What follows belongs to an exercise in optimizing a design on an open flow for small area, a short achievable clock period and few clock cycles; a production flow would make more cautious choices. Only simulation tests tie the RTL to the original design; equivalence was not proved.

run 1:
## muldiv_sequencer
module muldiv_sequencer #(
  parameter int XLEN = 32
) (
  input  logic            clk,
  input  logic            rst,
  input  logic            start,
  input  logic [2:0]      funct3,
  input  logic [XLEN-1:0] rs1_val,
  input  logic [XLEN-1:0] rs2_val,
  input  logic            flush,
  output logic            stall,
  output logic            busy,
  output logic            done,
  output logic [XLEN-1:0] result
);
  logic        st_mul, st_div;             
  logic [3:0]  cnt;                        
  logic        last;                       
  logic        a_sgn;                      
  logic        b_sgn;                      
  logic        bprev;                      
  logic        x_s, x_ns, x_r, use_c, use_lc, inv;  
  logic [31:0] r1;
  logic [31:0] lc;                         
  logic [31:0] r3;
  logic        qinv;                       
  logic [32:0] s, c;
  logic accept;
  assign accept = start & ~flush & ~busy;
  assign stall  = busy | (start & ~flush);
  logic        is_div, f_sgn, dbz, sa, sb, lt, invq;
  logic [31:0] mag_a, mag_b, inv_a, inv_b;
  logic [5:0]  lza, lzb;
  logic [6:0]  sdiff;
  logic [4:0]  nit;
  logic [63:0] norm;
  assign is_div = funct3[2];
  assign f_sgn  = ~funct3[0];
  assign dbz    = (rs2_val == 32'd0);
  assign sa     = f_sgn & rs1_val[31];
  assign sb     = f_sgn & rs2_val[31];
  ...
clock: 11.0 ns
lec_check: 0
cap_margin: 20
core_margin: 2
core_utilization: 45
setup_slack_margin: 2.8
slew_margin: 20
tns_end_percent: 50
run.sh (not shown) runs the stock make flow with config.mk's settings and CLKGATE_MAP_FILE= SYNTH_SCRIPT=/design/flow/synth_recipe.tcl, a recipe that flattens the netlist after the stock synthesis.
Testbench counts of run 1, summed over its fixed seeds: cycles 12,894.
Edits applied to the flow inputs when going from run 1 to run 2:
Settings: changing CORE_UTILIZATION from 45 to 55; changing SETUP_SLACK_MARGIN from 2.8 to 3.8.
==> comparison <==
- Run 2 finished all stages; the layout is clean.
- Compared to run 1, the router laid down more metal wire for run 2.
- Run 1 → run 2: full die area moved down; stage delay of the slowest cell on the critical path decreased by 0.32 ns relative to the old numbers; share of cells above drive strength 1 has increased; number of resized instances in the post-cts repair step moved up.
Input-level comparison between run 3 and run 2:
Settings: TNS_END_PERCENT changed from 50 to 20; CORE_UTILIZATION changed from 55 to 45.
Notes after the runs:
Between run 2 and run 3, number of stages on the worst setup path increased.
Run 3 vs. run 2: slack of the critical path picked up an extra 0.037 ns; iteration count of the initial detailed-routing pass lower; wire length of the first global-routing pass shows a reduction of about 0.8%.
Against run 2, run 3 comes in about 19% higher on buffer count excluding the clock tree in the final layout.
Going from run 2 to run 3, required time of the critical path now sits at about the same level; final period demand of the worst path down 0.037 ns; via count now sits lower.
For run 4, these inputs were changed with respect to run 3:
Settings: a change of TNS_END_PERCENT from 20 to 50.
[summary]
Row final clock period utilization by the worst path: run 4 lower / run 3 higher. The flip-flop and latch share of the layout cell area on run 3 is in line with that on run 4.

* * *

Setup of run A:
Starting RTL as in the previous note.
clock: 11.0 ns
lec_check: 0
cap_margin: 20
core_margin: 2
core_utilization: 45
setup_slack_margin: 4.3
slew_margin: 20
tns_end_percent: 50
Testbench counts of run A, summed over its fixed seeds: cycles 12,894.
For run B, these inputs were changed with respect to run A:
Settings: SETUP_SLACK_MARGIN changed from 4.3 to 4.0; CORE_UTILIZATION changed from 45 to 50.
==> comparison <==
[compare] base=run A new=run B: non-clock buffer count lower; routed wire length -about 3.7%.
### run B -> run C
Settings: SETUP_SLACK_MARGIN changed from 4.0 to 3.8.
## What came out
- Run B → run C: global-route wire length before repair lower, final core utilization lower.
- Relative to run B, number of antenna diodes increased by 1 in run C.

* * *

Starting RTL as in the previous note.
// muldiv_sequencer
module muldiv_sequencer #(
  parameter int XLEN = 32
) (
  input  logic            clk,
  input  logic            rst,
  input  logic            start,
  input  logic [2:0]      funct3,
  input  logic [XLEN-1:0] rs1_val,
  input  logic [XLEN-1:0] rs2_val,
  input  logic            flush,
  output logic            stall,
  output logic            busy,
  output logic            done,
  output logic [XLEN-1:0] result
);
Settings: LEC_CHECK=0, CAP_MARGIN=20, CORE_MARGIN=2, CORE_UTILIZATION=45, SETUP_SLACK_MARGIN=4.3, SLEW_MARGIN=20, TNS_END_PERCENT=20; clock period 11.0 ns.
The baseline ran to the end with no violations.
Testbench counts at the start, summed over its fixed seeds: cycles 12,894.
Rerun with:
Settings changed: SETUP_SLACK_MARGIN 4.3 to 3.3, TNS_END_PERCENT 20 to 50.
What happened: Critical path depth decreases by 4; routed wire length falls by 7.4%; via count goes down by 5.7%; die area is unchanged.

re-timing with driven ports:
In the flow no input, the clock included, has a driving cell. The finished layouts below were timed again as built, in two steps. Step 1 (the two cells are an assumption about what drives the block):
set clk [get_ports {clk}]
set_driving_cell -lib_cell sky130_fd_sc_hd__clkbuf_16 $clk
set_driving_cell -lib_cell sky130_fd_sc_hd__buf_2 [delete_from_list [all_inputs] $clk]
Step 2 times the ports against the registers' clock, not the clock port: input delays grow and output delays shrink by t, the midpoint of the rising clock arrivals with the driver on. Slacks: ideal ports / drivers / drivers and shift; pairs: ideal ports / drivers.
run	t (ns)	setup WS [ns]	latest minus earliest clock arrival (ns)	worst slew at a driven data input, ns	pins driven straight from the clock port
run 1	0.555	2.924 / 2.960 / 2.404	0.018 / 0.017	0.04	1
run 2	0.569	3.729 / 3.752 / 3.183	0.026 / 0.026	0.06	1
run 3	0.567	3.766 / 3.805 / 3.239	0.018 / 0.019	0.09	1
run 4	0.564	3.829 / 3.880 / 3.316	0.018 / 0.018	0.09	1
run A	0.565	4.136 / 4.156 / 3.591	0.014 / 0.014	0.10	1
run B	0.570	4.004 / 3.996 / 3.474	0.018 / 0.018	0.06	1
run C	0.556	3.793 / 3.835 / 3.279	0.010 / 0.010	0.04	1
the first run of note 3	0.550	4.100 / 4.113 / 3.563	0.012 / 0.013	0.11	1
the second run of note 3	0.560	3.324 / 3.364 / 2.804	0.020 / 0.020	0.04	1
After both steps every run listed still meets setup and hold. The setup slack of run 2, which loses most, moves by +0.023 ns with the drivers and by -0.546 ns with both steps.
